Source: an optimization exercise on an open RTL-to-GDS flow (aim: small area, a short achievable clock period and few clock cycles). Production flows keep margins and buffers that such runs may drop.
RTL that was checked went through simulation tests only; none was proved equivalent to the original.
Only the layout flow was run in runs 1 and 4 to 6; the RTL was not checked for function there.
No activity file was given, so power comes from the tool's default toggle rates.

==> design/flow/design.v <==
package phdc_pkg;
  localparam int unsigned PosW  = 16;
  localparam int unsigned PosXW = PosW + 1;
  localparam logic [PosW-1:0] PosMax = '1;
  localparam int unsigned LenW = 15;
  localparam int unsigned WinW = 5;
  localparam int unsigned CrcW = 32;
  localparam logic [CrcW-1:0] CrcPoly = 32'hEDB8_8320;
  localparam logic [CrcW-1:0] CrcInit = 32'hFFFF_FFFF;
  localparam logic [7:0] FirstByteCrcMask = 8'hDF;
  localparam logic [PosXW-1:0] HdrCrcStart = 17'd7;
  localparam logic [PosXW-1:0] HdrEnd      = 17'd11;
  localparam logic [PosXW-1:0] CrcBytes    = 17'd4;
  localparam logic [WinW-1:0] WindowLimitRst  = 5'd31;
  localparam logic [LenW-1:0] PayloadLimitRst = 15'd512;
  typedef enum logic [0:0] {
    CfgWindowLimit  = 1'b0,
    CfgPayloadLimit = 1'b1
  } cfg_reg_e;
  typedef enum logic [2:0] {
    StOk           = 3'd0,
    StInconsistent = 3'd1,
    StNoHeader     = 3'd2,
    StType         = 3'd3,
    StWindow       = 3'd4,
    StLength       = 3'd5,
    StCrc          = 3'd6
  } status_e;
  typedef struct packed {
    status_e          status;
    logic [1:0]       pkt_type;
    logic             truncated;
    logic [WinW-1:0]  window;
    logic [LenW-1:0]  payload_length;
    logic [7:0]       seqnum;
    logic [31:0]      timestamp;
    logic [CrcW-1:0]  header_crc;
    logic [CrcW-1:0]  payload_crc;
    logic             payload_crc_checked;
  } res_t;
endpackage
import phdc_pkg::*;
module phdc_crc8 (
  input  logic [phdc_pkg::CrcW-1:0] crc_i,
  input  logic [7:0]                data_i,
  output logic [phdc_pkg::CrcW-1:0] crc_o
);
  always_comb begin
    logic [CrcW-1:0] c;
    c = crc_i ^ {{(CrcW-8){1'b0}}, data_i};
    for (int i = 0; i < 8; i++) begin
      c = (c >> 1) ^ (CrcPoly & {CrcW{c[0]}});
    end
    crc_o = c;
  end
endmodule
import phdc_pkg::*;
module phdc_parser (
  input  logic                      clk_i,
  input  logic                      rst_ni,
  input  logic                      step_i,
  input  logic [7:0]                data_i,
  input  logic                      last_i,
  input  logic [phdc_pkg::WinW-1:0] window_limit_i,
  input  logic [phdc_pkg::LenW-1:0] payload_limit_i,
  output phdc_pkg::res_t            res_o
);
  localparam logic [1:0] PhHdr  = 2'd0;
  localparam logic [1:0] PhPay  = 2'd1;
  localparam logic [1:0] PhTail = 2'd2;
  localparam logic [1:0] PhPast = 2'd3;
  logic [1:0]      ph_q;
  logic [LenW-1:0] cnt_q;    
  logic [1:0]      bi_q;     
  logic            ci_q;     
  logic            herr_q, perr_q;
  logic            l_q;
  logic [7:0]      b0_q, seq_q;
  logic [LenW-1:0] len_q;
  logic [31:0]     ts_q;
  logic [CrcW-1:0] hcrc_q;
  logic [CrcW-1:0] pc_q;     
  logic [2:0]      st_q;
  logic            chkd_q;
  logic            in_h, in_p, in_t;
  logic [3:0]      n;
  logic            p0, p1, p2l, pseq, pts, prx, pcrc, phc, hdr_last;
  logic [7:0]      dz, ref_b;
  logic            mism;
  logic [CrcW-1:0] crc_in, crc_upd;
  logic [7:0]      crc_data;
  logic            crc_en, bi_en;
  logic            plast, len_nz, chk;
  assign in_h = (ph_q == PhHdr);
  assign in_p = (ph_q == PhPay);
  assign in_t = (ph_q == PhTail);
  assign n    = cnt_q[3:0];
  assign p0       = in_h && (n == 4'd1);
  assign p1       = in_h && (n == 4'd2);
  assign p2l      = in_h && (n == 4'd3) && l_q;
  assign pseq     = in_h && (l_q ? (n == 4'd4) : (n == 4'd3));
  assign pts      = in_h && (l_q ? (n >= 4'd5 && n <= 4'd8) : (n >= 4'd4 && n <= 4'd7));
  assign prx      = in_h && (l_q ? (n >= 4'd9) : (n >= 4'd8));
  assign pcrc     = in_h && (l_q ? (n <= 4'd8) : (n <= 4'd7));
  assign phc      = in_h && (l_q ? (n == 4'd8) : (n == 4'd7));
  assign hdr_last = prx && (bi_q == 2'd3);
  assign ref_b = pc_q[8*(3-bi_q) +: 8];
  assign mism  = (data_i != ref_b);
  assign crc_in   = ci_q ? CrcInit : ~pc_q;
  assign crc_data = p0 ? (data_i & FirstByteCrcMask) : data_i;
  phdc_crc8 u_crc8 (
    .crc_i  (crc_in),
    .data_i (crc_data),
    .crc_o  (crc_upd)
  );
  assign crc_en = pcrc || in_p;
  assign bi_en  = pts || prx || in_t;
  assign plast  = (cnt_q == len_q);
  assign len_nz = (len_q != '0);
  assign chk    = len_nz && !b0_q[5];
  assign dz = p0 ? 8'h00 : data_i;
  logic nohdr, inc_a, typ0, winb, lenb, inc_b, herr_e, inc_c, perr_e;
  phdc_pkg::status_e status;
  assign nohdr  = in_h && (n <= 4'd6);
  assign inc_a  = in_h && (n <= 4'd10);
  assign typ0   = (b0_q[7:6] == 2'd0);
  assign winb   = (b0_q[4:0] > window_limit_i);
  assign lenb   = (len_q > payload_limit_i);
  assign inc_b  = in_h && (n == 4'd11) && l_q;
  assign herr_e = herr_q || (hdr_last && mism);
  assign inc_c  = (in_h && len_nz) || (in_p && (!plast || chk)) ||
                  (in_t && (bi_q != 2'd3));
  assign perr_e = perr_q || (in_t && mism);
  always_comb begin
    if (nohdr)                status = StNoHeader;
    else if (inc_a)           status = StInconsistent;
    else if (typ0)            status = StType;
    else if (winb)            status = StWindow;
    else if (lenb)            status = StLength;
    else if (inc_b)           status = StInconsistent;
    else if (herr_e)          status = StCrc;
    else if (inc_c)           status = StInconsistent;
    else if (chk && perr_e)   status = StCrc;
    else                      status = StOk;
  end
  logic checked;
  assign checked = chk && !(nohdr || inc_a || typ0 || winb || lenb || inc_b ||
                            herr_e || inc_c);
  always_ff @(posedge clk_i or negedge rst_ni) begin
    if (!rst_ni) begin
      ph_q  <= PhHdr;
      cnt_q <= 15'd1;
      bi_q  <= 2'd0;
      ci_q  <= 1'b1;
    end else if (step_i) begin
      if (last_i) begin
        ph_q  <= PhHdr;
        cnt_q <= 15'd1;
        bi_q  <= 2'd0;
        ci_q  <= 1'b1;
      end else begin
        ci_q <= crc_en ? 1'b0 : (ci_q || hdr_last);
        if (bi_en) bi_q <= bi_q + 2'd1;
        if (hdr_last) begin
          cnt_q <= 15'd1;
        end else if (in_h || in_p) begin
          cnt_q <= cnt_q + 15'd1;
        end
        if (hdr_last) ph_q <= len_nz ? PhPay : PhPast;
        if (in_p && plast) ph_q <= chk ? PhTail : PhPast;
        if (in_t && bi_q == 2'd3) ph_q <= PhPast;
      end
    end
  end
  always_ff @(posedge clk_i) begin
    if (step_i) begin
      if (p0) b0_q <= data_i;
      if (p1) l_q <= data_i[7];
      if (p0 || p1) len_q[14:8] <= dz[7] ? dz[6:0] : 7'd0;
      if (p0 || p1 || p2l) len_q[7:0] <= (p1 && data_i[7]) ? 8'h00 : {dz[7] && !p1, dz[6:0]};
      if (p0 || pseq) seq_q <= dz;
      for (int b = 0; b < 4; b++) begin
        if (p0 || (pts && bi_q == 2'(b))) ts_q[8*b +: 8] <= dz;
      end
      if (last_i && !checked) pc_q <= '0;
      else if (crc_en)        pc_q <= ~crc_upd;
      if (p0 || phc) hcrc_q <= p0 ? 32'h0 : ~crc_upd;
      herr_q <= (!p0 && herr_q) || (prx && mism);
      perr_q <= (!p0 && perr_q) || (in_t && mism);
      if (last_i) begin
        st_q   <= status;
        chkd_q <= checked;
      end
    end
  end
  always_comb begin
    res_o.status              = phdc_pkg::status_e'(st_q);
    res_o.pkt_type            = b0_q[7:6];
    res_o.truncated           = b0_q[5];
    res_o.window              = b0_q[4:0];
    res_o.payload_length      = len_q;
    res_o.seqnum              = seq_q;
    res_o.timestamp           = ts_q;
    res_o.header_crc          = hcrc_q;
    res_o.payload_crc         = pc_q;
    res_o.payload_crc_checked = chkd_q;
  end
endmodule
import phdc_pkg::*;
module packet_header_decoder_crc32_top (
  input  logic                      clk_i,
  input  logic                      rst_ni,
  input  logic                      in_valid_i,
  output logic                      in_ready_o,
  input  logic [7:0]                data_byte_i,
  input  logic                      last_byte_i,
  output logic                      out_valid_o,
  input  logic                      out_ready_i,
  output logic [2:0]                status_o,
  output logic [1:0]                pkt_type_o,
  output logic                      truncated_o,
  output logic [phdc_pkg::WinW-1:0] window_o,
  output logic [phdc_pkg::LenW-1:0] payload_length_o,
  output logic [7:0]                seqnum_o,
  output logic [31:0]               timestamp_o,
  output logic [phdc_pkg::CrcW-1:0] header_crc_o,
  output logic [phdc_pkg::CrcW-1:0] payload_crc_o,
  output logic                      payload_crc_checked_o,
  input  logic                      cfg_valid_i,
  output logic                      cfg_ready_o,
  input  logic [0:0]                cfg_index_i,
  input  logic [phdc_pkg::LenW-1:0] cfg_data_i
);
  logic            in_valid_q;
  logic [7:0]      in_data_q;
  logic            in_last_q;
  logic            out_valid_q;
  phdc_pkg::res_t  res;
  logic [WinW-1:0] window_limit_q;
  logic [LenW-1:0] payload_limit_q;
  logic in_ready_q, out_valid_d;
  assign in_ready_o = in_ready_q;
  always_ff @(posedge clk_i or negedge rst_ni) begin
    if (!rst_ni) begin
      in_valid_q <= 1'b0;
      in_ready_q <= 1'b1;
    end else begin
      in_valid_q <= in_valid_i && in_ready_o;
      in_ready_q <= !out_valid_d && !(in_valid_i && in_ready_o && last_byte_i);
    end
  end
  always_ff @(posedge clk_i) begin
    in_data_q <= data_byte_i;
    in_last_q <= last_byte_i;
  end
  assign cfg_ready_o = 1'b1;
  always_ff @(posedge clk_i or negedge rst_ni) begin
    if (!rst_ni) begin
      window_limit_q  <= WindowLimitRst;
      payload_limit_q <= PayloadLimitRst;
    end else if (cfg_valid_i) begin
      unique case (cfg_index_i)
        CfgWindowLimit:  window_limit_q  <= cfg_data_i[WinW-1:0];
        CfgPayloadLimit: payload_limit_q <= cfg_data_i;
        default: ;
      endcase
    end
  end
  phdc_parser u_parser (
    .clk_i           (clk_i),
    .rst_ni          (rst_ni),
    .step_i          (in_valid_q),
    .data_i          (in_data_q),
    .last_i          (in_last_q),
    .window_limit_i  (window_limit_q),
    .payload_limit_i (payload_limit_q),
    .res_o           (res)
  );
  assign out_valid_d = (in_valid_q && in_last_q) || (out_valid_q && !out_ready_i);
  always_ff @(posedge clk_i or negedge rst_ni) begin
    if (!rst_ni) begin
      out_valid_q <= 1'b0;
    end else begin
      out_valid_q <= out_valid_d;
    end
  end
  assign out_valid_o           = out_valid_q;
  assign status_o              = res.status;
  assign pkt_type_o            = res.pkt_type;
  assign truncated_o           = res.truncated;
  assign window_o              = res.window;
  assign payload_length_o      = res.payload_length;
  assign seqnum_o              = res.seqnum;
  assign timestamp_o           = res.timestamp;
  assign header_crc_o          = res.header_crc;
  assign payload_crc_o         = res.payload_crc;
  assign payload_crc_checked_o = res.payload_crc_checked;
endmodule
==> design/flow/flow/run.sh <==
#!/bin/bash
# Standard ORFS layout (standard.sh, with the standard synthesis), except:
#  - the port buffers are made from the smallest buffer cell;
set -euo pipefail
MARGIN=$(cat flow/setup_margin.txt)
export BUFFER_PORTS_ARGS="-buffer_cell sky130_fd_sc_hd__buf_1"
sed -E "s/SETUP_SLACK_MARGIN=[^ ]+/SETUP_SLACK_MARGIN=${MARGIN}/" standard.sh > standard_margin.sh
bash standard.sh synth > synth_make.log 2>&1
bash standard_margin.sh > layout_make.log 2>&1
==> design/flow/flow/setup_margin.txt <==
7.6
==> design/flow/standard.sh <==
#!/bin/bash
# synth_recipe.tcl (not shown) runs the flow's synth.tcl, then flattens the netlist and writes it again
# the make line also repeats each setting of config.mk as NAME=value (left out here)
make -C /OpenROAD-flow-scripts/flow DESIGN_CONFIG=/design/flow/config.mk WORK_HOME=/design/flow/orfs CLKGATE_MAP_FILE= SYNTH_SCRIPT=/design/flow/synth_recipe.tcl "${@:-finish}"
==> design/flow/config.mk <==
export PLATFORM = sky130hd
export DESIGN_NAME = packet_header_decoder_crc32_top
export DESIGN_NICKNAME = packet_header_decoder_crc32_top
export VERILOG_FILES = /design/flow/design.v
export SDC_FILE = /design/flow/constraint.sdc
export NUM_CORES = 4
export LEC_CHECK = 0
export CAP_MARGIN = 20
export CORE_MARGIN = 2
export CORE_UTILIZATION = 40
export CTS_CLUSTER_DIAMETER = 100
export CTS_CLUSTER_SIZE = 50
export SETUP_SLACK_MARGIN = 0.5
export SLEW_MARGIN = 20
==> design/flow/constraint.sdc <==
create_clock -name core_clock -period 11.0 [get_ports {clk_i}]
set_input_delay 2.2000 -clock core_clock [delete_from_list [all_inputs] [get_ports {clk_i}]]
set_output_delay 2.2000 -clock core_clock [all_outputs]
set_load 0.01 [all_outputs]
==> impl.org, run 1 <==
** Clock network
- The clock drives 186 sinks.
- Post-CTS Hold Buffers :: 0
- In this run the number of H-tree levels came out at 4.
- In this run the clock root is driven by a clkbuf_16.
- CTS tree :: done
- Worst-path clk slew :: 0.07 ns
- Clock latency on the worst-skew pair, taken at its later pin, is 0.43 ns.
- No sink is reached through more buffers than the 2 on the longest clock path.
- Once the clock tree was built, the resizer swapped 0 gates to a different size.
- Cts bufs inserted :: 17

** Synth
- In the synthesized netlist the async set-or-reset flop fraction comes to 23.12%.
- Count of cell types in the netlist :: 63
- In the synthesized netlist, the number of instances is 751.
- Summed over all instances, the cell type with the most area after synthesis is edfxtp_1.
- Net Count, Synth :: 809
- The share of the Yosys chip area taken by registers is 57.18%.
- Dividing the synthesized area by the synthesized cell count gives 12.32 µm².
- Number of warnings printed during yosys synthesis :: 3
- Top flip-flop cell by instance count after synthesis :: edfxtp_1
- Synthesis-stage register bit count :: 186
- Yosys mapped a number of flops with a built-in enable equal to 134.
- Proportion of netlist area held by the largest area contributor :: 43.48%
- Post-Synthesis Cell Area :: 0.009254 mm²
- Cell types with the largest area share after synthesis :: edfxtp_1 (43%), dfrtp_1 (9.2%), xnor2_1 (8.0%)

** Place
- Count of buffers from port buffering :: 162
- Before CTS, the worst setup slack after placement is 7.665 ns.
- DP HPWL :: 16.81 mm
- Cell Count Post-Placement :: 1170
- Final estimated routing congestion in global placement :: 0.8158
- The placed instances occupy a cell area of 0.01014 mm².

** Route
- Wirelength per Cell :: 19.60 µm
- The detail route stage leaves a number of antenna-violating nets equal to 0.
- Drt pass-1 iters :: 5
- Initial DRC count :: 363
- Final wirelength :: 23.70 mm
- M1 wire length :: 10.03 mm
- Signal routing reaches up to met4.
- For this run, design rule violations remaining after detail routing come to 0.
- The final route contains 6183 vias.
- Routed via count divided by cell count :: 5.114
- Detailed routing placed a total of 1.253 mm of wire on met3.
- Detailed routing placed a total of 12.13 mm of wire on met2.

** Timing
- Post-Route Hold Slack :: 0.5085 ns
- Final setup margin :: 7.665 ns
- The worst pin sits at a relative slew slack of 36.11%.
- After routing, the total negative slack on setup checks comes to 0 ns.
- For this run, the top clock speed supported by timing is 299.9 MHz.
- For the pin with the worst max-slew slack, the measured transition is 0.9561 ns.
- Total count of max-transition violations in the final report :: 0
- Setup repair after global routing left no endpoint under its margin.
- Setup violations remaining at the end of the flow were counted as 0.
- On the final layout, the worst clock skew is 0.01410 ns.
- Count of final hold-check violations :: 0
- Final critical delay including setup and external delays :: 3.335 ns
- Dividing the final minimum period by the clock period gives 30.31%.

** Final layout
- Area of the multi-input gates :: 0.003720 mm²
- The post-route netlist has 10.82% of its cells at a drive strength greater than 1.
- Summing all non-filler instances in the final layout gives an area of 0.01080 mm².
- Flip-flop and latch area :: 0.005291 mm²
- After filler insertion, the fill cell instance count of the layout stands at 2121.
- 0 antenna diodes ended up in the layout.
- Net count of the finished layout :: 969
- Relative to the synthesized area, the layout overhead comes to 16.73%.
- Leaving out fill and tap cells, the most frequent cell in the layout is buf_1.
- The top cell types in the final layout, fill and taps aside, are buf_1 (161), edfxtp_1 (134), xnor2_1 (84).
- Once layout is complete, the cells apart from fillers number 1209.

** Global routing
- The first global-routing pass estimated 35.82 mm of wire.
- Total congestion overflow :: 0
- Global routing used 19.58% of the available tracks across all layers.
- Entering global routing, the biggest net connects 44 pins.
- The via count of the first global-routing pass is 6108.
- The initial antenna violation count is 0.

** Critical path
- Cell breakdown of the critical path :: buf_1
- The setup check on the worst reg-to-reg path leaves a slack of 7.84 ns.
- Broken down by cell family, the worst path's largest delay share belongs to flip-flops.
- Crit path largest cell delay :: 0.51 ns
- Largest driver fanout on the critical path :: 4
- Critical path class :: reg2out
- The worst setup path is captured at an output port.
- The worst setup path is launched from a flip-flop.
- Data required time at the worst endpoint :: 8.80 ns
- Worst EP arrival :: 1.13 ns
- Source of the worst register-to-register timing path :: u_parser.len_q[13]
- The worst register-to-register path has a depth of 9.
- Number of buffers and inverters on the critical path :: 1
- Reg2reg end :: u_parser.pc_q[16]
- On the critical path, the stage with the largest delay is an instance of edfxtp_1.

** Power
- Power spread over the standard cell area amounts to 267.9 mW/mm².
- Leakage power :: 4.061 nW
- The worst-case IR drop observed on VDD is 0.1934 mV.

** Min path
- The worst hold path terminates at payload_limit_q[2].
- Startpoint of the lowest-slack hold path :: payload_limit_q[2]
- Counting instances, the worst hold path has a depth of 1.
- The min-delay analysis places its worst path in the category reg2reg.

** Die
- Row generation in the floorplan step produced 55 rows.
- Width of the chip :: 156.1 µm
- Effective utilization at floorplan :: 40.75%
- Die area :: 0.02437 mm²
- Pin placement for this block handled 164 I/O pins.
- The total area inside the core boundary comes to 0.02271 mm².
- Chip Height :: 156.1 µm

** Run
- Across the run, the number of max-cap violations was 0.

** Status
- Status :: no timing/DRC/antenna violations
-- worst max path at each step --
stage / from / end / slack, ns / depth (start not counted)
CTS: u_parser.pc_q[7] / payload_crc_o[7] / 7.61 / 1
global placement: cfg_index_i[0] / payload_limit_q[7] / 7.70 / 3
detailed placement: cfg_index_i[0] / payload_limit_q[10] / 7.67 / 3
finish: u_parser.len_q[2] / payload_length_o[2] / 7.67 / 1
global route: u_parser.len_q[6] / payload_length_o[6] / 7.62 / 1
floorplan: u_parser.len_q[14] / u_parser.pc_q[0] / 7.80 / 7
-- cell usage after synthesis, types with 2 or more instances --
| cell | count |
|---|---|
| o31ai_1 | 4 |
| o21a_1 | 3 |
| a21o_1 | 11 |
| dfrtp_1 | 34 |
| inv_1 | 32 |
| clkbuf_1 | 20 |
| nor2b_1 | 22 |
| dfstp_2 | 9 |
| nand2_1 | 25 |
| buf_2 | 10 |
| xnor2_1 | 84 |
| a21boi_0 | 2 |
| mux2_2 | 16 |
| o22ai_1 | 2 |
| and3_1 | 16 |
| nand3_1 | 11 |
| xnor2_2 | 7 |
| nor2_1 | 75 |
| a211oi_1 | 5 |
| mux4_2 | 8 |
| nand2b_1 | 11 |
| buf_1 | 3 |
| a21oi_1 | 41 |
| xnor3_1 | 4 |
| o21ai_0 | 17 |
| a21oi_2 | 2 |
| nor3_1 | 5 |
| xor2_1 | 28 |
| o21ai_1 | 8 |
| and4_1 | 5 |
| and2_1 | 16 |
| nor4_1 | 6 |
| ha_1 | 28 |
| nand3b_1 | 2 |
| a31oi_1 | 2 |
| o211ai_1 | 2 |
| edfxtp_1 | 134 |
| dfxtp_1 | 9 |
| nand4_1 | 8 |
-- worst register-to-register path, cell delays in order, from the launching register on --
cell and delay [ns]:
edfxtp_1 0.49, ha_1 0.35, nand4_1 0.11, or2_1 0.26, a221o_1 0.26, o211a_2 0.17
o21ai_2 0.13, buf_4 0.38, a21boi_2 0.23, buf_4 0.40
-- through the flow --
step	utilization, %	power [mW]
2_1_floorplan	-	1.933
3_3_place_gp	44.64	2.254
3_5_place_dp	44.64	2.268
4_1_cts	47.37	2.916
5_1_grt	47.56	3.064
6_report	47.56	2.893
-- cell type report --
class	instances	area share [%]
clock buffer	17	3.938
clock inverter	15	1.645
inverter	33	1.147
multi-input combinational	498	34.44
sequential	186	48.99
tap	285	3.301
timing repair buffer	175	6.545
-- sequential cells by signal, indices dropped and copies added (netlist names), 2 cells and up --
signal           count
in_data_q            8
payload_limit_q     15
u_parser.b0_q        8
u_parser.bi_q        2
u_parser.cnt_q      15
u_parser.hcrc_q     32
u_parser.len_q      15
u_parser.pc_q       32
u_parser.ph_q        2
u_parser.seq_q       8
u_parser.st_q        3
u_parser.ts_q       32
window_limit_q       5
-- logic make-up after synthesis --
| group | count (synthesis) | synth area share (%) |
|---|---|---|
| and+or+nand+nor | 206 | 11.28 |
| DFF | 186 | 57.18 |
| xor gates and xnor gates | 124 | 13.06 |
| AOI/OAI and AO/OA | 114 | 7.748 |
| buffers and inverters | 67 | 2.893 |
| adders and majority gates | 28 | 3.786 |
| muxes | 25 | 4.016 |
| other | 1 | 0.04052 |
-- power breakdown --
group	switching (mW)	internal, mW
Sequential	0.142	0.994
Combinational	0.634	0.487
Clock	0.292	0.344
Total	1.07	1.83
-- repair_timing --
action / CTS / global route
buffers inserted: 2 / 5
endpoints found under the setup margin: 2 / 2
hold endpoints to repair: 0 / 0
pin swaps: 0 / 0
-- layer usage --
layer	up-vias	track usage (%)
met5	-	0
met4	0	4.238
met3	15	4.889
met2	145	34.41
met1	3055	24.46
li1	2968	-
==> inputs of run 2 (changes only) <==
--- a/design/flow/design.v
+++ b/design/flow/design.v
@@ -61,2 +61,3 @@
   input  logic                      step_i,
+  input  logic                      idle_i,
   input  logic [7:0]                data_i,
@@ -74,3 +75,2 @@
   logic [1:0]      bi_q;     
-  logic            ci_q;     
   logic            herr_q, perr_q;
@@ -91,3 +91,3 @@
   logic [7:0]      crc_data;
-  logic            crc_en, bi_en;
+  logic            crc_en, bi_en, pc_clr;
   logic            plast, len_nz, chk;
@@ -108,3 +108,3 @@
   assign mism  = (data_i != ref_b);
-  assign crc_in   = ci_q ? CrcInit : ~pc_q;
+  assign crc_in   = ~pc_q;
   assign crc_data = p0 ? (data_i & FirstByteCrcMask) : data_i;
@@ -153,3 +153,2 @@
       bi_q  <= 2'd0;
-      ci_q  <= 1'b1;
     end else if (step_i) begin
@@ -159,5 +158,3 @@
         bi_q  <= 2'd0;
-        ci_q  <= 1'b1;
       end else begin
-        ci_q <= crc_en ? 1'b0 : (ci_q || hdr_last);
         if (bi_en) bi_q <= bi_q + 2'd1;
@@ -174,2 +171,8 @@
   end
+  assign pc_clr = (idle_i && in_h && n == 4'd1) ||
+                  (step_i && (hdr_last || (last_i && !checked)));
+  always_ff @(posedge clk_i) begin
+    if (pc_clr)                 pc_q <= '0;
+    else if (step_i && crc_en)  pc_q <= ~crc_upd;
+  end
   always_ff @(posedge clk_i) begin
@@ -184,4 +187,2 @@
       end
-      if (last_i && !checked) pc_q <= '0;
-      else if (crc_en)        pc_q <= ~crc_upd;
       if (p0 || phc) hcrc_q <= p0 ? 32'h0 : ~crc_upd;
@@ -272,2 +273,3 @@
     .step_i          (in_valid_q),
+    .idle_i          (!in_valid_q && !out_valid_q),
     .data_i          (in_data_q),
--- a/design/flow/config.mk
+++ b/design/flow/config.mk
@@ -10,4 +10,2 @@
 export CORE_UTILIZATION = 40
-export CTS_CLUSTER_DIAMETER = 100
-export CTS_CLUSTER_SIZE = 50
 export SETUP_SLACK_MARGIN = 0.5
==> run 2 against run 1 <==
Against the previous run: register-to-register slack improved by 0.12 ns; die area fell by 5.3%; global-route usage fell by 0.074 points; largest cell class unchanged; via count fell by 1.5%.
==> impl.org, run 2 <==
** Critical path
- Cell breakdown of the critical path :: buf_1
- The worst setup path is captured at an output port.
- Worst EP arrival :: 1.15 ns (+0.02 ns)
- The worst setup path is launched from a flip-flop.
- Critical path class :: reg2out
- The slowest stage of the critical path is the edfxtp_1 cell.
- The peak fanout along the critical path is 4 (unchanged).
- The worst path required time was 8.80 ns (about the same).
- The register-to-register setup slack is 7.96 ns (+0.12 ns).
- The worst register-to-register path ends at u_parser.pc_q[10].
- Worst R2R Path Depth :: 9 (unchanged)
- The number of buffer and inverter stages on the critical path was 1 (unchanged).
- The biggest cell delay along the critical path was 0.53 ns (+0.02 ns).
- The worst register-to-register path begins at u_parser.cnt_q[0].
- Cell class contributing the biggest share of worst-path delay :: flip-flops

** Timing
- Actual transition at the worst max-transition pin :: 1.010 ns (+0.05353 ns)
- The shortest period the worst path allows is 3.346 ns (+0.01133 ns).
- The clock tree skew after final layout came to 0.01385 ns (-0.0002566 ns).
- Count of final hold-check violations :: 0 (unchanged)
- The final worst hold slack was 0.5096 ns (+0.001180 ns).
- Post-route fraction of the period consumed by the critical path :: 30.42% (+0.10 points)
- The summed negative setup slack over all endpoints was 0 ns (unchanged).
- # setup viols final :: 0 (unchanged)
- Total count of max-transition violations in the final report :: 0 (unchanged)
- Setup repair after global routing missed its margin :: no
- The max-slew headroom at the worst pin came to 32.53% (-3.6 points).
- The maximum clock rate was 298.9 MHz (-0.34%).

** Synth
- The fraction of registers with async set or reset after synthesis came to 22.70% (-0.42 points).
- Commonest cells post-synth :: edfxtp_1 (102), nand2_1 (64), nor2_1 (63), xnor2_1 (59), dfxtp_1 (41)
- The synthesized design spends more area on one cell type than any other, namely edfxtp_1.
- The adder-cell share of the synthesized area came to 4.145% (+0.36 points).
- Post-Synthesis Cell Area :: 0.008755 mm² (-5.4%)
- Proportion of netlist area held by the largest area contributor :: 34.99% (-8.5 points)
- Top flip-flop cell by instance count after synthesis :: edfxtp_1
- Fraction of the yosys area taken by sequential cells :: 56.48% (-0.70 points)
- Post-synthesis area per instance :: 11.80 µm² (-4.2%)
- The synthesized-area fraction occupied by and/or/nand/nor cells is 12.43% (+1.2 points).
- The post-synthesis xor/xnor area fraction was 11.56% (-1.5 points).
- Count of cell types in the netlist :: 54 (-14%)
- The complex-gate fraction of the synthesized area was 8.018% (+0.27 points).
- The post-synthesis register bit count was 185 (-0.54%).
- The share of cell area taken by muxes after synthesis is 4.473% (+0.46 points).
- In the post-synthesis netlist, the biggest area contributors are edfxtp_1 (35%), dfrtp_1 (9.7%), dfxtp_1 (9.4%).
- The number of instances in the synthesized netlist was 742 (-1.2%).
- The total nets after synthesis was 801 (-0.99%).
- Number of warnings printed during yosys synthesis :: 3 (unchanged)
- Among all cell types in the netlist, the one instantiated most often is edfxtp_1.
- The count of flip-flops with a built-in enable after synthesis came to 102 (-24%).
- Combinational family with the most area after synthesis :: simple AND/OR/NAND/NOR gates

** Min path
- Sink of the worst hold path :: payload_limit_q[14]
- The worst hold path belongs to the class reg2reg.
- Hold depth :: 1 (unchanged)
- The worst hold path begins at payload_limit_q[14].

** Status
- Status :: no timing/DRC/antenna violations

** Clock network
- The clock insertion delay at the later pin of the skew report is 0.43 ns (about the same).
- The count of hold buffers inserted by post-cts repair was 0 (unchanged).
- The cell sitting at the root of the clock tree is a clkbuf_16.
- Worst-path clk slew :: 0.07 ns (about the same)
- The deepest level of the CTS H-tree was 4 (unchanged).
- The largest buffer count on any clock path is 2 (unchanged).
- The total setup buffers inserted after CTS was 0 (-2).
- TritonCTS built the clock tree.
- The total number of clock tree sinks was 185 (-0.54%).
- The number of clock buffers inserted by TritonCTS was 17 (unchanged).

** Global routing
- First-pass GRT wire length :: 34.95 mm (-2.4%)
- The initial antenna violation count is 0 (unchanged).
- Total congestion overflow :: 0 (unchanged)
- Pin count of the biggest net entering global routing :: 48 (+9.1%)
- Vias in the first global route :: 5991 (-1.9%)
- Global-route usage over all layers :: 19.51% (-0.074 points)

** Die
- Width of the chip :: 151.9 µm (-2.7%)
- Effective utilization at floorplan :: 40.49% (-0.26 points)
- The total number of placement rows is 54 (-1.8%).
- The standard cell core area came to 0.02162 mm² (-4.8%).
- Chip Height :: 151.9 µm (-2.7%)
- The I/O pin total was 164 (unchanged).
- The die outline area is 0.02309 mm² (-5.3%).

** Final layout
- Area growth from synthesis to final layout :: 17.49%
- The number of nets at the end of the flow was 959 (-1.0%).
- In the layout the commonest cells are buf_1 (161), edfxtp_1 (102), nand2_1 (64).
- Number of inserted diodes :: 0 (unchanged)
- Layout cells sized above 1 :: 9.967% (-0.86 points)
- Leaving out fill and tap cells, the most frequent cell in the layout is buf_1.
- Finished Cell Area :: 0.01029 mm² (-4.8%)
- The largest registers in the layout are u_parser.hcrc_q (32), u_parser.pc_q (32), u_parser.ts_q (32).
- The count of non-filler cells in the finished layout is 1193 (-1.3%).

** Power
- Leakage power :: 3.888 nW (-4.3%)
- The total power per unit cell area is 289.8 mW/mm² (+8.2%).
- Maximum resistive drop on vdd :: 0.2001 mV (+3.4%)

** Route
- Number of nets still failing antenna checks after routing :: 0 (unchanged)
- Initial DRC count :: 362 (-0.28%)
- Length of routed met3 wiring :: 1.339 mm (+6.9%)
- Met2 WL post-DR :: 10.66 mm (-12%)
- The routed wirelength normalized by instance count was 18.78 µm (-4.2%).
- The vias after detailed routing is 6091 (-1.5%).
- The detailed-routing wirelength on met1 was 9.976 mm (-0.57%).
- The final routed DRC violation total came to 0 (unchanged).
- Drt pass-1 iters :: 5 (unchanged)
- Topmost layer with routed signal wires :: met4
- Final wirelength :: 22.40 mm (-5.5%)
- Routed via count divided by cell count :: 5.106 (-0.17%)

** Run
- The number of maximum-capacitance violations came to 0 (unchanged).

** Place
- The cell count after placement came to 1161 (-0.77%).
- The post-detailed-placement half-perimeter wirelength came to 16.14 mm (-4.0%).
- The cell area reported after detailed placement was 0.009652 mm² (-4.8%).
- The final RePlAce weighted congestion is 0.8271 (+1.4%).
- Count of buffers from port buffering :: 162 (unchanged)
==> run 2: final cells by class <==
cell class	instances	area (µm²)
multi-input combinational	495	3581
inverter	33	123.9
fill	2026	11330
clock inverter	13	187.7
tap	280	350.3
sequential	185	4946
timing repair buffer	168	654.4
clock buffer	19	442.9
==> run 2: how the worst max path moves through the flow <==
| stage | slack, ns | cells past startpoint | from | endpoint |
|---|---|---|---|---|
| 2_1_floorplan | 7.80 | 3 | cfg_index_i[0] | payload_limit_q[10] |
| 3_3_place_gp | 7.71 | 3 | cfg_index_i[0] | payload_limit_q[7] |
| 3_5_place_dp | 7.68 | 3 | cfg_index_i[0] | payload_limit_q[1] |
| 4_1_cts | 7.61 | 1 | u_parser.pc_q[5] | payload_crc_o[5] |
| 5_1_grt | 7.61 | 1 | u_parser.len_q[3] | payload_length_o[3] |
| 6_report | 7.65 | 1 | u_parser.len_q[0] | payload_length_o[0] |
==> run 2: report_power, final <==
group          internal [mW]  switching [mW]
Clock                  0.372           0.281
Combinational          0.520           0.702
Sequential             0.956           0.150
==> run 2: logic make-up (layout without fill, tap and decap cells) <==
logic type	Yosys count	after routing
AND/OR/NAND/NOR	226	226
flip-flops	185	185
AO/OA/AOI/OAI	108	108
XOR/XNOR	104	104
buffers and inverters	62	233
adder cells (fa/ha/maj)	29	29
multiplexers	27	27
other	1	1
==> run 2: through the flow <==
| step | utilization, % | setup slack [ns] | power, mW |
|---|---|---|---|
| 2_1_floorplan | - | 7.803 | 1.995 |
| 3_3_place_gp | 44.64 | 7.714 | 2.336 |
| 3_5_place_dp | 44.64 | 7.680 | 2.347 |
| 4_1_cts | 47.56 | 7.608 | 3.011 |
| 5_1_grt | 47.58 | 7.608 | 3.184 |
| 6_report | 47.58 | 7.654 | 2.981 |
==> run 2: timing repair <==
item,4_1_cts,5_1_grt
endpoints found under the hold margin,0,0
resized for setup,0,1
setup endpoints to repair,0,1
==> run 2: layer usage <==
metal | track usage, % | up-vias
met5 | 0 | -
met4 | 6.364 | 0
met3 | 4.792 | 19
met2 | 30.97 | 183
met1 | 26.40 | 2981
li1 | - | 2908
Testbench counts of run 2, summed over its fixed seeds: cycles 160,438.
==> inputs of run 3 (changes only) <==
--- a/design/flow/config.mk
+++ b/design/flow/config.mk
@@ -9,3 +9,4 @@
 export CORE_MARGIN = 2
-export CORE_UTILIZATION = 40
+export CORE_UTILIZATION = 70
+export CTS_BUF_LIST = sky130_fd_sc_hd__clkbuf_8
 export SETUP_SLACK_MARGIN = 0.5
==> run 3 against run 2 <==
Against the previous run: via count grew 8.7%; first-iteration DRC count grew 84%; area after synthesis is the same; combinational power grew 7%; clock skew grew 0.0034 ns; highest routed layer unchanged; clock power shrank 21%; still clean; largest cell class unchanged; sequential share of layout area grew 1.3 points; critical path type unchanged; hold slack gained 0.0082 ns; critical endpoint is now payload_length_o[12]; synthesized cell count is the same; final area shrank 2.5%.
==> impl.org, run 3 <==
** Power
- Power per Cell Area :: 290.5 mW/mm² (+0.25%)
- Maximum resistive drop on vdd :: 0.3507 mV (+75%)
- Leakage power :: 3.840 nW (-1.2%)

** Clock network
- CTS tree :: done
- The largest buffer count on any clock path was 2 (unchanged).
- Clock root buffer master :: clkbuf_8
- The clock insertion delay at the later pin of the skew report came to 0.48 ns (+0.05 ns).
- Post-CTS Hold Buffers :: 0 (unchanged)
- The total number of clock tree sinks came to 185 (unchanged).
- The number of clock buffers inserted by TritonCTS was 17 (unchanged).
- Worst-path clk slew :: 0.10 ns (+0.03 ns)
- H-tree levels :: 4 (unchanged)

** Critical path
- Cell breakdown of the critical path :: buf_6
- STA classifies the critical path endpoint as an output port.
- In this design, the largest share of critical-path delay is due to flip-flops.
- STA classifies the critical path startpoint as a flip-flop.
- The worst path required time was 8.80 ns (about the same).
- Crit path largest cell delay :: 0.52 ns (about the same)
- Cell type of the slowest stage on the worst timing path :: edfxtp_1
- Worst EP arrival :: 1.17 ns (+0.02 ns)
- Number of buffers and inverters on the critical path :: 1 (unchanged)
- Largest driver fanout on the critical path :: 4 (unchanged)
- Critical path class :: reg2out

** Synth
- Cell types with the largest area share after synthesis :: edfxtp_1 (35%), dfrtp_1 (9.7%), dfxtp_1 (9.4%)
- The distinct cell type count of the synthesized netlist is 54 (unchanged).
- The area of the mapped netlist is 0.008755 mm² (unchanged).
- Fraction of synthesis flops using an asynchronous set or reset pin :: 22.70% (unchanged)
- Gate count of the mapped netlist :: 742 (unchanged)
- Synthesis-stage register bit count :: 185 (unchanged)
- Top flip-flop cell by instance count after synthesis :: edfxtp_1
- The area fraction of the dominant cell type after synthesis is 34.99% (unchanged).
- The number of warnings printed during yosys synthesis came to 3 (unchanged).
- The total nets after synthesis came to 801 (unchanged).
- Post-synthesis cell type with the largest combined area :: edfxtp_1
- EDFF count, synth :: 102 (unchanged)
- The post-synthesis area per instance came to 11.80 µm² (unchanged).
- The sequential cell area fraction in the yosys report is 56.48% (unchanged).
- Commonest cells post-synth :: edfxtp_1 (102), nand2_1 (64), nor2_1 (63), xnor2_1 (59), dfxtp_1 (41)
- Yosys instantiated no cell more often than edfxtp_1.

** Final layout
- The count of filler cells inserted in the layout is 713 (-65%).
- The antenna cell count was 0 (unchanged).
- Layout cells sized above 1 :: 10.71% (+0.74 points)
- Area growth from synthesis to final layout :: 14.51%
- Flip-flop and latch area :: 0.004947 mm² (about the same)
- The final standard cell area without fillers is 0.01002 mm² (-2.5%).
- Area of the multi-input gates :: 0.003582 mm² (about the same)
- The top cell types in the final layout, fill and taps aside, are buf_1 (159), edfxtp_1 (102), nand2_1 (64).
- The number of nets at the end of the flow came to 961 (+0.21%).
- The library cell used most frequently in the layout, excluding fill and tap cells, is buf_1.
- Top flop regs :: u_parser.hcrc_q (32), u_parser.pc_q (32), u_parser.ts_q (32)

** Timing
- The summed negative setup slack over all endpoints came to 0 ns (unchanged).
- The clock tree skew after final layout came to 0.01725 ns (+0.003401 ns).
- The total count of hold-check failures in the final report is 0 (unchanged).
- The number of max-slew violations in the final report was 0 (unchanged).
- The slew at the pin with the worst max-slew slack is 0.9939 ns (-0.01570 ns).
- The maximum clock rate was 297.0 MHz (-0.63%).
- The max-slew headroom at the worst pin was 33.58% (+1.0 points).
- The post-route fraction of the period consumed by the critical path is 30.61% (+0.19 points).
- Setup repair after global routing could not meet its margin everywhere.
- # setup viols final :: 0 (unchanged)
- The shortest period the worst path allows was 3.367 ns (+0.02128 ns).

** Run
- # Max-Cap Violations :: 0 (unchanged)

** Die
- The total number of placement rows is 40 (-26%).
- Die area :: 0.01342 mm² (-42%)
- Core Footprint :: 0.01211 mm² (-44%)
- Chip Height :: 115.8 µm (-24%)
- The I/O pin total came to 164 (unchanged).
- Effective utilization at floorplan :: 72.28% (+32 points)
- The overall die width came to 115.8 µm (-24%).

** Global routing
- The maximum number of pins on one net before global-route repair was 48 (unchanged).
- Global-route usage over all layers :: 34.75% (+15 points)
- The first-pass GRT wire length was 34.56 mm (-1.1%).
- The initial antenna violation count came to 0 (unchanged).
- The via count of the first global-routing pass came to 6347 (+5.9%).
- The total congestion overflow came to 0 (unchanged).

** Route
- Wirelength per Cell :: 20.98 µm (+12%)
- The vias after detailed routing is 6618 (+8.7%).
- Final wirelength :: 22.72 mm (+1.4%)
- The highest metal layer carrying signal wires in the routed design is met4.
- Length of routed met3 wiring :: 2.313 mm (+73%)
- Met2 WL post-DR :: 10.95 mm (+2.7%)
- Initial DRC count :: 667 (+84%)
- Final routed DRC violation total :: 0 (unchanged)
- The number of antenna-violating nets in the routed design was 0 (unchanged).
- M1 wire length :: 8.684 mm (-13%)
- Drt pass-1 iters :: 6 (+1)
- The via density per instance was 6.111 (+20%).

** Place
- The number of I/O port buffers came to 162 (unchanged).
- Area after detailed placement :: 0.009490 mm² (-1.7%)
- The final RePlAce weighted congestion was 1.039 (+26%).
- DP HPWL :: 15.89 mm (-1.6%)

** Status
- The flow ran to the end and the layout has no timing, DRC or antenna violations.

** Min path
- Type of the worst min-delay path :: reg2reg
==> run 3: layout make-up <==
type | count | share of cell area [%]
Clock buffer | 17 | 2.334
Clock inverter | 15 | 2.284
Sequential cell | 185 | 49.35
Inverter | 33 | 1.236
Multi-Input combinational cell | 495 | 35.73
Tap cell | 168 | 2.097
Timing Repair Buffer | 170 | 6.965
==> run 3: per-stage QoR <==
step,hold WS (ns),worst slack (ns),utilization [%],instances,power [mW]
2_1_floorplan,0.4776,7.803,-,742,1.995
3_3_place_gp,0.4848,7.670,78.35,1046,2.302
3_5_place_dp,0.4932,7.694,78.36,1046,2.353
4_1_cts,0.5083,7.608,82.19,1078,2.877
5_1_grt,0.5293,7.599,82.77,1083,3.050
6_report,0.5178,7.633,82.77,1083,2.913
==> run 3: cells by family after synthesis <==
logic type / share of synthesized area (%)
and+or+nand+nor: 12.43
buffers and inverters: 2.844
muxes: 4.473
DFF: 56.48
xor gates and xnor gates: 11.56
AOI/OAI and AO/OA: 8.018
adders and majority gates: 4.145
other: 0.04283
==> run 3: what timing repair did <==
item / 4_1_cts / 5_1_grt
resized for setup: 1 / 5
pin swaps: 0 / 0
setup buffers: 0 / 4
endpoints found under the setup margin: 1 / 5
==> run 3: power breakdown <==
part | internal, mW | total, mW | switching [mW] | leakage [nW]
Clock | 0.239 | 0.513 | 0.274 | 0.228
Combinational | 0.525 | 1.30 | 0.770 | 1.81
Sequential | 0.956 | 1.10 | 0.148 | 1.80
Total | 1.72 | 2.91 | 1.19 | 3.84
==> run 3: per-layer routing <==
metal / track usage [%] / vias to the layer above
met3: 9.257 / 71
met1: 45.52 / 3201
met2: 55.67 / 437
met4: 14.37 / 0
met5: 0 / -
li1: - / 2909
==> run 3: worst paths after layout <==
path	start	endpoint	slack, ns	cells past startpoint
max in group asynchronous	rst_ni	u_parser.cnt_q[3]	8.55	1
min in group asynchronous	rst_ni	u_parser.cnt_q[9]	1.86	1
worst max-delay path	u_parser.len_q[12]	payload_length_o[12]	7.63	1
worst min-delay path	u_parser.pc_q[4]	u_parser.pc_q[4]	0.52	2
worst min register to register	u_parser.pc_q[4]	u_parser.pc_q[4]	0.52	2
worst max register to register	u_parser.cnt_q[0]	u_parser.pc_q[9]	7.81	8
==> inputs of run 4 (changes only) <==
--- a/design/flow/design.v
+++ b/design/flow/design.v
@@ -246,3 +246,3 @@
       in_valid_q <= 1'b0;
-      in_ready_q <= 1'b1;
+      in_ready_q <= 1'b0;
     end else begin
--- a/design/flow/flow/run.sh
+++ b/design/flow/flow/run.sh
@@ -3,2 +3,4 @@
 #  - the port buffers are made from the smallest buffer cell;
+#  - clock tree synthesis arguments from flow/cts_args.txt, if present.
+# The clock period and constraints are the design's (constraint.sdc as given).
 set -euo pipefail
@@ -6,2 +8,5 @@
 export BUFFER_PORTS_ARGS="-buffer_cell sky130_fd_sc_hd__buf_1"
+if [[ -f flow/cts_args.txt ]]; then
+  export CTS_ARGS="$(cat flow/cts_args.txt)"
+fi
 sed -E "s/SETUP_SLACK_MARGIN=[^ ]+/SETUP_SLACK_MARGIN=${MARGIN}/" standard.sh > standard_margin.sh
==> design/flow/flow/cts_args.txt (new file) <==
-sink_clustering_enable -repair_clock_nets -dont_use_dummy_load -buf_list sky130_fd_sc_hd__clkbuf_8
==> run 4 against run 3 <==
Against the previous run: still clean on timing, DRC and antenna; fmax is 0.29% higher; register-to-register slack gained 0.07 ns; hold slack worse by 0.0022 ns; via count decreased by 1.8%; critical path type unchanged; largest cell class unchanged; highest routed layer unchanged.
==> impl.org, run 4 <==
** Critical path
- STA classifies the critical path endpoint as an output port.
- The most critical setup path has its startpoint at u_parser.len_q[0].
- The number of buffer and inverter stages on the critical path was 1 (unchanged).
- Crit path largest cell delay :: 0.52 ns (about the same)
- On the critical path, the stage with the largest delay is an instance of edfxtp_1.
- The peak fanout along the critical path is 4 (unchanged).
- Setup crit start kind :: flip-flop
- Reg2reg end :: u_parser.pc_q[29]
- The startpoint identified for the worst register-to-register timing path is u_parser.cnt_q[0].
- Critical path class :: reg2out
- Worst EP arrival :: 1.16 ns (about the same)
- Broken down by cell family, the worst path's largest delay share belongs to flip-flops.
- Traced cell by cell, the critical path runs through buf_1.
- Data required time at the worst endpoint :: 8.80 ns (about the same)
- The register-to-register setup slack was 7.88 ns (+0.07 ns).
- Worst R2R Path Depth :: 8 (unchanged)

** Timing
- Final setup margin :: 7.643 ns (+0.009720 ns)
- The shortest period the worst path allows is 3.357 ns (-0.009720 ns).
- The maximum clock rate was 297.8 MHz (+0.29%).
- The final worst hold slack is 0.5156 ns (-0.002171 ns).
- The summed negative setup slack over all endpoints was 0 ns (unchanged).
- The max-slew headroom at the worst pin is 28.33% (-5.2 points).
- The total count of hold-check failures in the final report was 0 (unchanged).
- Total count of max-transition violations in the final report :: 0 (unchanged)
- The post-route fraction of the period consumed by the critical path is 30.52% (-0.088 points).
- Setup repair after global routing left no endpoint under its margin.
- Worst clock skew on the final layout :: 0.03057 ns (+0.01332 ns)
- Actual transition at the worst max-transition pin :: 1.071 ns (+0.07715 ns)
- # setup viols final :: 0 (unchanged)

** Min path
- Type of the worst min-delay path :: reg2reg
- The path with the worst hold slack has its endpoint at payload_limit_q[12].
- Hold depth :: 1 (-1)
- The startpoint identified for the worst hold timing path is payload_limit_q[12].

** Place
- Cell Count Post-Placement :: 1046 (unchanged)
- DP HPWL :: 16.00 mm (+0.74%)
- The final RePlAce weighted congestion came to 0.9783 (-5.8%).
- Count of buffers from port buffering :: 162 (unchanged)
- The minimum setup slack after placement was 7.560 ns (-0.1338 ns).
- Area after detailed placement :: 0.009488 mm² (about the same)

** Synth
- Count of cell types in the netlist :: 54 (unchanged)
- Post-Synthesis Cell Area :: 0.008753 mm² (about the same)
- The area fraction of the dominant cell type after synthesis was 34.99% (about the same).
- Fraction of synthesis flops using an asynchronous set or reset pin :: 22.70% (unchanged)
- Number of warnings printed during yosys synthesis :: 3 (unchanged)
- Post-synthesis area per instance :: 11.80 µm² (about the same)
- Gate count of the mapped netlist :: 742 (unchanged)
- In the synthesized netlist the dominant register cell turns out to be edfxtp_1.
- The biggest area contributor in the post-synthesis netlist is edfxtp_1.
- Commonest cells post-synth :: edfxtp_1 (102), nand2_1 (64), nor2_1 (63), xnor2_1 (59), dfxtp_1 (41)
- The sequential cell area fraction in the yosys report was 56.48% (about the same).
- EDFF count, synth :: 102 (unchanged)
- Yosys instantiated no cell more often than edfxtp_1.
- Cell types with the largest area share after synthesis :: edfxtp_1 (35%), dfrtp_1 (10%), dfxtp_1 (9.4%)
- Synthesis-stage register bit count :: 185 (unchanged)
- The total nets after synthesis came to 801 (unchanged).

** Route
- Final wirelength :: 22.38 mm (-1.5%)
- Number of nets still failing antenna checks after routing :: 0 (unchanged)
- The first-pass iteration count of the detailed router came to 8 (+2).
- Final routed DRC violation total :: 0 (unchanged)
- The routed wirelength normalized by instance count came to 20.89 µm (-0.41%).
- The via density per instance was 6.069 (-0.68%).
- The count of routing violations after the opening detailed-route iteration is 671 (+0.60%).
- Via count :: 6500 (-1.8%)

** Clock network
- The total number of clock tree sinks is 185 (unchanged).
- Clock root buffer master :: clkbuf_8
- The clock insertion delay at the later pin of the skew report came to 0.46 ns (-0.02 ns).
- Cts bufs inserted :: 17 (unchanged)
- TritonCTS built the clock tree.
- Worst-path clk slew :: 0.09 ns (about the same)
- The count of hold buffers inserted by post-cts repair came to 0 (unchanged).
- The largest buffer count on any clock path was 2 (unchanged).
- The deepest level of the CTS H-tree is 4 (unchanged).

** Global routing
- Initial antenna violation count :: 0 (unchanged)
- Pin count of the biggest net entering global routing :: 48 (unchanged)
- Total congestion overflow :: 0 (unchanged)
- The total global routing track utilization is 33.63% (-1.1 points).
- First-pass GRT wire length :: 33.54 mm (-2.9%)
- Vias in the first global route :: 6350 (+0.047%)

** Power
- The total power per unit cell area came to 278.2 mW/mm² (-4.2%).
- Maximum resistive drop on vdd :: 0.2935 mV (-16%)
- Leakage power :: 3.741 nW (-2.6%)
- Post-layout power :: 2.728 mW (-6.3%)

** Run
- The number of maximum-capacitance violations is 0 (unchanged).

** Final layout
- The post-route core utilization came to 80.96% (-1.8 points).
- Most frequent cells in the layout :: buf_1 (161), edfxtp_1 (102), nand2_1 (64)
- The number of nets at the end of the flow came to 964 (+0.31%).
- The antenna cell count came to 0 (unchanged).
- The largest registers in the layout are u_parser.hcrc_q (32), u_parser.pc_q (32), u_parser.ts_q (32).
- The library cell used most frequently in the layout, excluding fill and tap cells, is buf_1.
- Area growth from synthesis to final layout :: 12.02%
- Layout cells sized above 1 :: 9.081% (-1.6 points)
- The count of non-filler cells in the finished layout was 1071 (-1.1%).
- Finished Cell Area :: 0.009806 mm² (-2.2%)

** Die
- Core Footprint :: 0.01211 mm² (unchanged)
- Die area :: 0.01342 mm² (about the same)
- Effective utilization at floorplan :: 72.27% (about the same)
- Io pins :: 164 (unchanged)
- Chip Height :: 115.8 µm (about the same)
- The overall die width came to 115.8 µm (about the same).
- Row cnt :: 40 (unchanged)

** Status
- Status :: no timing/DRC/antenna violations
## run 4: how the worst max path moves through the flow
stage | to | slack (ns) | cells past startpoint
3_5_place_dp | u_parser.pc_q[15] | 7.56 | 8
4_1_cts | payload_crc_o[5] | 7.60 | 1
3_3_place_gp | u_parser.pc_q[31] | 7.73 | 8
5_1_grt | payload_length_o[3] | 7.60 | 1
6_report | payload_length_o[0] | 7.64 | 1
2_1_floorplan | payload_limit_q[10] | 7.80 | 3
## run 4: layout make-up
class	count	area (µm²)
multi-input cells	495	3580
repair buffers	173	711.9
well taps	168	210.2
fillers	742	2306
clock buffers	17	234.0
inverters	33	123.9
flip-flops and latches	185	4946
## run 4: power by group
| group | leakage, nW | switching [mW] | internal, mW | total [mW] |
|---|---|---|---|---|
| clock network | 0.122 | 0.208 | 0.137 | 0.345 |
| registers | 1.80 | 0.150 | 0.956 | 1.11 |
| logic | 1.82 | 0.751 | 0.526 | 1.28 |
| total | 3.74 | 1.11 | 1.62 | 2.73 |
## run 4: layer usage
layer  global-route usage, %  share of wire [%]
met1                   44.23                 40
met2                   53.68                 48
met3                   9.937                9.7
met4                   12.46                3.0
met5                       0                  0
## run 4: cell families (layout without fill, tap and decap cells)
group | Yosys count | count (layout) | share of synthesized area [%]
AOI/OAI and AO/OA | 108 | 108 | 8.019
xor gates and xnor gates | 104 | 104 | 11.56
adders and majority gates | 29 | 29 | 4.145
buffers and inverters | 62 | 223 | 2.844
DFF | 185 | 185 | 56.48
muxes | 27 | 27 | 4.474
other | 1 | 1 | 0.04284
and+or+nand+nor | 226 | 226 | 12.44
## run 4: repair_timing
| action | 4_1_cts | 5_1_grt |
|---|---|---|
| pin swaps | 0 | 0 |
| setup endpoints to repair | 32 | 7 |
| setup buffers | 0 | 7 |
| resized for setup | 1 | 2 |
==> inputs of run 5 (changes only) <==
==> design/flow/flow/setup_margin.txt (replaced) <==
7.75
==> run 5 against run 4 <==
Against the previous run: worst setup slack better by 0.015 ns; area after synthesis unchanged; clock-buffer cell count unchanged; via count up 1.8%; sequential share of layout area down 0.53 points; critical endpoint is now payload_length_o[6]; largest cell class unchanged; largest power group unchanged.
==> impl.org, run 5 <==
** Final layout
- Number of standard cells in the layout, taps in and fillers out :: 1086 (+1.4%)
- The final standard cell area without fillers came to 0.01001 mm² (+2.1%).
- Flip-flop and latch area :: 0.004999 mm² (+1.1%)
- The area occupied by multi-input gates came to 0.003587 mm² (+0.21%).
- Fillcell total :: 694 (-6.5%)
- Leaving out fill and tap cells, the most frequent cell in the layout is buf_1.
- The library cells used most frequently in the layout, excluding fill and tap cells, are buf_1 (128), edfxtp_1 (102), nand2_1 (64).
- Layout cells sized above 1 :: 17.34% (+8.3 points)
- The number of nets at the end of the flow was 978 (+1.5%).
- Area growth from synthesis to final layout :: 14.41%
- Top flop regs :: u_parser.hcrc_q (32), u_parser.pc_q (32), u_parser.ts_q (32)

** Critical path
- The number of buffer and inverter stages on the critical path was 1 (unchanged).
- The peak fanout along the critical path was 3 (-1).
- Cell class contributing the biggest share of worst-path delay :: flip-flops
- On the critical path, the stage with the largest delay is an instance of edfxtp_1.
- Source of the worst register-to-register timing path :: u_parser.cnt_q[0]
- Worst R2R Path Depth :: 8 (unchanged)
- Cell breakdown of the critical path :: buf_1
- The worst path required time came to 8.80 ns (about the same).
- The register-to-register setup slack came to 8.04 ns (+0.16 ns).
- The biggest cell delay along the critical path came to 0.50 ns (-0.02 ns).
- Reg2reg end :: u_parser.pc_q[0]
- Critical path class :: reg2out
- Kind of end point of the critical path :: output port
- Setup crit start kind :: flip-flop
- Worst EP arrival :: 1.14 ns (-0.02 ns)

** Power
- The cell leakage power is 3.925 nW (+4.9%).
- The largest voltage drop on the vdd net was 0.3144 mV (+7.1%).
- The switching share of power came to 40.26% (-0.41 points).
- The total power per unit cell area is 275.8 mW/mm² (-0.86%).
- The total chip power is 2.763 mW (+1.3%).
- Int Pwr :: 1.650 mW (+2.0%)
- The fraction of power consumed by the clock network is 12.4% (-0.2 points).
- Part of the power in registers :: 40.3% (-0.2 points)
- Proportion of power drawn by combinational gates :: 47.3% (+0.5 points)
- Net switching power :: 1.112 mW (+0.22%)

** Synth
- The most used flip-flop cell after synthesis is edfxtp_1.
- Count of cell types in the netlist :: 54 (unchanged)
- Commonest cells post-synth :: edfxtp_1 (102), nand2_1 (64), nor2_1 (63), xnor2_1 (59), dfxtp_1 (41)
- The number of warnings printed during yosys synthesis is 3 (unchanged).
- EDFF count, synth :: 102 (unchanged)
- Summed over all instances, the cell type with the most area after synthesis is edfxtp_1.
- Synthesis-stage register bit count :: 185 (unchanged)
- The sequential cell area fraction in the yosys report is 56.48% (unchanged).
- The area of the mapped netlist is 0.008753 mm² (unchanged).
- The fraction of registers with async set or reset after synthesis is 22.70% (unchanged).
- By instance count, the leading cell after synthesis is edfxtp_1.
- The total nets after synthesis came to 801 (unchanged).
- Post-synthesis area per instance :: 11.80 µm² (unchanged)
- The area fraction of the dominant cell type after synthesis is 34.99% (unchanged).
- Ranked by total cell area, the synthesized netlist is headed by edfxtp_1 (35%), dfrtp_1 (10%), dfxtp_1 (9.4%).
- Gate count of the mapped netlist :: 742 (unchanged)

** Global routing
- The via count of the first global-routing pass was 6493 (+2.3%).
- The initial antenna violation count is 0 (unchanged).
- The total global routing track utilization is 34.59% (+0.96 points).
- Total congestion overflow :: 0 (unchanged)
- The first-pass GRT wire length came to 34.42 mm (+2.6%).
- The maximum number of pins on one net before global-route repair came to 48 (unchanged).

** Clock network
- Total number of clock tree sinks :: 185 (unchanged)
- H-tree levels :: 4 (unchanged)
- The root buffer cell chosen for the clock tree is clkbuf_8.
- Clock insertion delay at the later pin of the skew report :: 0.46 ns (about the same)
- The count of hold buffers inserted by post-cts repair was 0 (unchanged).
- The clock transition at the register clock pins on the worst setup and hold paths after CTS came to 0.10 ns (about the same).
- The number of clock buffers inserted by TritonCTS came to 17 (unchanged).
- TritonCTS built the clock tree.
- The largest buffer count on any clock path came to 2 (unchanged).

** Place
- The post-detailed-placement half-perimeter wirelength is 16.00 mm (unchanged).
- Final estimated routing congestion in global placement :: 0.9783 (unchanged)
- The cell area reported after detailed placement is 0.009488 mm² (unchanged).
- Count of buffers from port buffering :: 162 (unchanged)
- Cell Count Post-Placement :: 1046 (unchanged)

** Route
- The vias after detailed routing came to 6619 (+1.8%).
- The count of routing violations after the opening detailed-route iteration was 680 (+1.3%).
- Routed via count divided by cell count :: 6.095 (+0.42%)
- The wire length reported by the detailed router came to 22.81 mm (+2.0%).
- Drt pass-1 iters :: 5 (-3)
- The routed wirelength normalized by instance count came to 21.01 µm (+0.54%).
- The final routed DRC violation total came to 0 (unchanged).
- The number of antenna-violating nets in the routed design is 0 (unchanged).

** Die
- The die outline area is 0.01342 mm² (unchanged).
- The starting utilization of the core area is 72.27% (unchanged).
- The overall die width is 115.8 µm (unchanged).
- Core Footprint :: 0.01211 mm² (unchanged)
- Io pins :: 164 (unchanged)
- The die span in y is 115.8 µm (unchanged).
- The total number of placement rows is 40 (unchanged).

** Timing
- Setup repair after global routing could not meet its margin everywhere.
- Post-Route Hold Slack :: 0.4936 ns (-0.02204 ns)
- Final critical delay including setup and external delays :: 3.342 ns (-0.01533 ns)
- The post-route fraction of the period consumed by the critical path is 30.38% (-0.14 points).
- Worst clock skew on the final layout :: 0.03522 ns (+0.004649 ns)
- The number of max-slew violations in the final report is 0 (unchanged).
- The max-slew headroom at the worst pin came to 26.33% (-2.0 points).
- Final setup TNS :: 0 ns (unchanged)
- Actual transition at the worst max-transition pin :: 1.101 ns (+0.02991 ns)
- The total count of hold-check failures in the final report was 0 (unchanged).
- Maximum operating frequency :: 299.2 MHz (+0.46%)
- # setup viols final :: 0 (unchanged)

** Min path
- The count of cells along the worst hold path came to 2 (+1).
- The worst hold path terminates at u_parser.pc_q[12].
- Startpoint of the lowest-slack hold path :: u_parser.pc_q[12]
- In this run the worst hold path is classified as reg2reg.

** Run
- The number of maximum-capacitance violations is 0 (unchanged).

** Status
- The run finished with no timing, DRC or antenna violations.
-- run 5: cell counts after synthesis --
Identical to the previous run, type by type.
-- run 5: cell type report --
cell class	count	share of cell area (%)
flip-flops and latches	185	49.91
multi-input cells	495	35.82
repair buffers	187	8.571
clock buffers	17	2.336
well taps	168	2.099
inverters	33	1.237
diodes	1	0.02499
-- run 5: repair_timing --
item	4_1_cts	5_1_grt
gates resized for setup	33	40
buffers inserted	16	5
endpoints found under the setup margin	78	74
pin swaps	0	0
-- run 5: power by group through the flow --
stage	logic, mW	clock network, mW	registers, mW
global route	1.42	0.366	1.12
global placement	1.20	0	1.11
finish	1.31	0.343	1.11
detailed placement	1.24	0	1.11
floorplan	0.888	0	1.11
CTS	1.27	0.344	1.10
-- run 5: cells by family (layout without fill, tap and decap cells) --
family / after synthesis / in the layout / share of synthesized area [%]
adder cells (fa/ha/maj): 29 / 29 / 4.145
buffers and inverters: 62 / 237 / 2.844
AO/OA/AOI/OAI: 108 / 108 / 8.019
other: 1 / 2 / 0.04284
multiplexers: 27 / 27 / 4.474
flip-flops: 185 / 185 / 56.48
XOR/XNOR: 104 / 104 / 11.56
AND/OR/NAND/NOR: 226 / 226 / 12.44
-- run 5: per-layer routing --
metal	global-route usage [%]	vias up	routed length, µm	part of all wire (%)
met2	55.56	415	10980	48
met5	0	-	0	0
met3	9.990	73	2304	10
met4	13.97	0	740	3.2
met1	44.83	3221	8786	39
li1	-	2910	-	-
-- run 5: metrics by stage --
| step | util [%] | setup slack (ns) |
|---|---|---|
| after floorplan | - | 7.803 |
| after global placement | 78.34 | 7.727 |
| after detailed placement | 78.34 | 7.560 |
| after CTS | 81.62 | 7.637 |
| after global routing | 82.67 | 7.641 |
| final | 82.69 | 7.658 |
-- run 5: worst max path at each step --
stage / startpoint / to / slack, ns / depth (start not counted)
after floorplan: cfg_index_i[0] / payload_limit_q[10] / 7.80 / 3
after global placement: u_parser.cnt_q[0] / u_parser.pc_q[31] / 7.73 / 8
after detailed placement: u_parser.cnt_q[0] / u_parser.pc_q[15] / 7.56 / 8
after CTS: u_parser.len_q[6] / payload_length_o[6] / 7.64 / 1
after global routing: u_parser.len_q[6] / payload_length_o[6] / 7.64 / 1
final: u_parser.len_q[6] / payload_length_o[6] / 7.66 / 1
==> inputs of run 6 (changes only) <==
==> design/flow/flow/setup_margin.txt (replaced) <==
7.9
==> run 6 against run 5 <==
Against the previous run: global-route usage grew 3.1 points; power grew 11%; clock skew grew 0.0062 ns; still clean on timing, DRC and antenna.
==> impl.org, run 6 <==
** Status
- The flow ran to the end and the layout has no timing, DRC or antenna violations.

** Final layout
- The antenna cell count was 0 (-1).
- Area of the multi-input gates :: 0.003610 mm² (+0.63%)
- Top flop regs :: u_parser.hcrc_q (32), u_parser.pc_q (32), u_parser.ts_q (32)
- Leaving out fill and tap cells, the most frequent cell in the layout is edfxtp_1.
- Flip-flop and latch area :: 0.005034 mm² (+0.70%)
- The count of non-filler cells in the finished layout is 1134 (+4.4%).
- Layout cells sized above 1 :: 31.06% (+14 points)

** Synth
- Post-synthesis area per instance :: 11.80 µm² (unchanged)
- Count of cell types in the netlist :: 54 (unchanged)
- Number of warnings printed during yosys synthesis :: 3 (unchanged)
- The most used flip-flop cell after synthesis is edfxtp_1.
- The count of flip-flops with a built-in enable after synthesis is 102 (unchanged).
- By area the synthesized netlist is led by edfxtp_1 (35%), dfrtp_1 (10%), dfxtp_1 (9.4%).
- Fraction of synthesis flops using an asynchronous set or reset pin :: 22.70% (unchanged)
- Commonest cells post-synth :: edfxtp_1 (102), nand2_1 (64), nor2_1 (63), xnor2_1 (59), dfxtp_1 (41)

** Clock network
- The total number of clock tree sinks came to 185 (unchanged).
- The clock transition at the register clock pins on the worst setup and hold paths after CTS came to 0.11 ns (about the same).
- The largest buffer count on any clock path is 2 (unchanged).
- H-tree levels :: 4 (unchanged)
- Cts bufs inserted :: 17 (unchanged)
- Clock root buffer master :: clkbuf_8
- CTS tree :: done
- The clock insertion delay at the later pin of the skew report came to 0.47 ns (about the same).

** Run
- # Max-Cap Violations :: 0 (unchanged)

** Min path
- Startpoint of the lowest-slack hold path :: payload_limit_q[6]
- The worst hold path terminates at payload_limit_q[6].

** Timing
- Maximum operating frequency :: 297.0 MHz (-0.74%)
- The slew at the pin with the worst max-slew slack was 1.019 ns (-0.08200 ns).
- # setup viols final :: 0 (unchanged)
- Count of final hold-check violations :: 0 (unchanged)
- Total count of max-transition violations in the final report :: 0 (unchanged)

** Critical path
- The number of buffer and inverter stages on the critical path came to 1 (unchanged).
- Cell breakdown of the critical path :: clkbuf_2
- Worst R2R Path Depth :: 10 (+2)
- Among cell families on the critical path, the largest total delay comes from flip-flops.
- The setup path with the least slack is of type reg2out.
- Data required time at the worst endpoint :: 8.80 ns (about the same)
- Worst EP arrival :: 1.17 ns (+0.03 ns)

** Die
- Core Footprint :: 0.01211 mm² (unchanged)
- The die outline area is 0.01342 mm² (unchanged).
- The total number of placement rows was 40 (unchanged).
- The starting utilization of the core area came to 72.27% (unchanged).

** Place
- DP HPWL :: 15.78 mm (-1.4%)
- The cell count after placement is 1047 (+0.096%).
- Count of buffers from port buffering :: 162 (unchanged)

** Global routing
- The maximum number of pins on one net before global-route repair came to 48 (unchanged).

** Route
- The vias after detailed routing came to 7248 (+9.5%).
- The final routed DRC violation total came to 0 (unchanged).
## run 6: cell count changes in the layout (fill, tap and decap cells not counted), moves of 4 or more
cell	previous run	this run
buf_1	128	39
buf_2	6	10
buf_4	24	72
buf_6	0	34
clkbuf_2	28	79
dfxtp_2	26	12
dfxtp_4	6	20
## run 6: worst max path at each step
stage,startpoint,end,slack (ns),cells past startpoint
2_1_floorplan,u_parser.cnt_q[0],u_parser.hcrc_q[0],7.93,5
3_3_place_gp,u_parser.cnt_q[0],u_parser.pc_q[31],7.69,8
3_5_place_dp,u_parser.cnt_q[0],u_parser.pc_q[9],7.45,8
4_1_cts,u_parser.len_q[2],payload_length_o[2],7.63,1
5_1_grt,u_parser.len_q[2],payload_length_o[2],7.60,1
6_report,u_parser.len_q[2],payload_length_o[2],7.63,1
## run 6: metrics by stage
stage                     instance area (µm²)  power (mW)  utilization, %  setup WS, ns  hold slack, ns
after global placement                   9495       2.295           78.40         7.691          0.4858
after detailed placement                 9495       2.331           78.40         7.451          0.4985
after global routing                    10750       3.168           88.79         7.603          0.5376
after floorplan                          8755       1.995               -         7.929          0.4776
after CTS                               10480       2.851           86.50         7.628          0.5147
final                                   10750       3.056           88.79         7.633          0.5158
## run 6: what timing repair did
| item | CTS | global route |
|---|---|---|
| gates cloned | 0 | 1 |
| hold buffers | 0 | 0 |
| endpoints found under the hold margin | 0 | 0 |
| pin swaps | 0 | 1 |
| buffers inserted | 55 | 13 |
| endpoints found under the setup margin | 165 | 165 |
| gates resized for setup | 125 | 94 |
## run 6: kinds of logic (layout without fill, tap and decap cells)
family / count (synthesis) / in the layout / synth area share, %
multiplexers: 27 / 27 / 4.474
XOR/XNOR: 104 / 104 / 11.56
buffers and inverters: 62 / 285 / 2.844
other: 1 / 1 / 0.04284
adder cells (fa/ha/maj): 29 / 29 / 4.145
AND/OR/NAND/NOR: 226 / 226 / 12.44
AO/OA/AOI/OAI: 108 / 109 / 8.019
flip-flops: 185 / 185 / 56.48
## run 6: cell type report
cell class / instances / share of cell area [%]
clock buffer: 17 / 2.176
timing repair buffer: 235 / 14.35
tap: 168 / 1.955
sequential: 185 / 46.81
multi-input combinational: 496 / 33.57
inverter: 33 / 1.152
## run 6: metal layers
metal	GRT usage [%]	share of wire (%)	vias to the layer above
li1	-	-	3019
met1	46.32	35	3432
met2	60.23	47	631
met3	12.97	12	166
met4	18.02	6.3	0
met5	0	0	-
## run 6: worst register-to-register path: cells and delay by family, from the launching register on
kind                     cells  cell delay (ns)
buffers and inverters        2             0.33
flip-flops                   1             0.50
AO/OA/AOI/OAI                6             1.68
adder cells (fa/ha/maj)      1             0.33
AND/OR/NAND/NOR              1             0.14
## run 6: report_power, final
| group | leakage (nW) | total, mW | switching, mW | internal, mW |
|---|---|---|---|---|
| sequential | 1.81 | 1.10 | 0.121 | 0.977 |
| clock | 0.122 | 0.348 | 0.211 | 0.137 |
| combinational | 2.56 | 1.61 | 0.926 | 0.684 |
| total | 4.50 | 3.06 | 1.26 | 1.80 |

## port drivers added, routing unchanged
The flow's constraints put no driver on any port. The routed layouts listed below were extracted and timed again, unchanged, in two steps.
Step 1: set_driving_cell puts a clkbuf_16 on clk_i and a buf_2 on each other input, an assumption about the parent block.
Step 2, shift: input delay + t, output delay - t, t = (earliest + latest rising clock arrival at the registers) / 2. This alone moves slack from input paths to output paths.
Three values: no drivers, after step 1, after step 2; two values: the first two.
run	shift t [ns]	setup WS [ns]
run 1	0.471	7.665 / 7.619 / 7.690
run 2	0.469	7.654 / 7.611 / 7.684
run 3	0.512	7.633 / 7.592 / 7.702
run 4	0.484	7.643 / 7.605 / 7.713
run 5	0.486	7.658 / 7.619 / 7.723
run 6	0.487	7.633 / 7.595 / 7.711
After both steps every run listed still meets setup and hold.
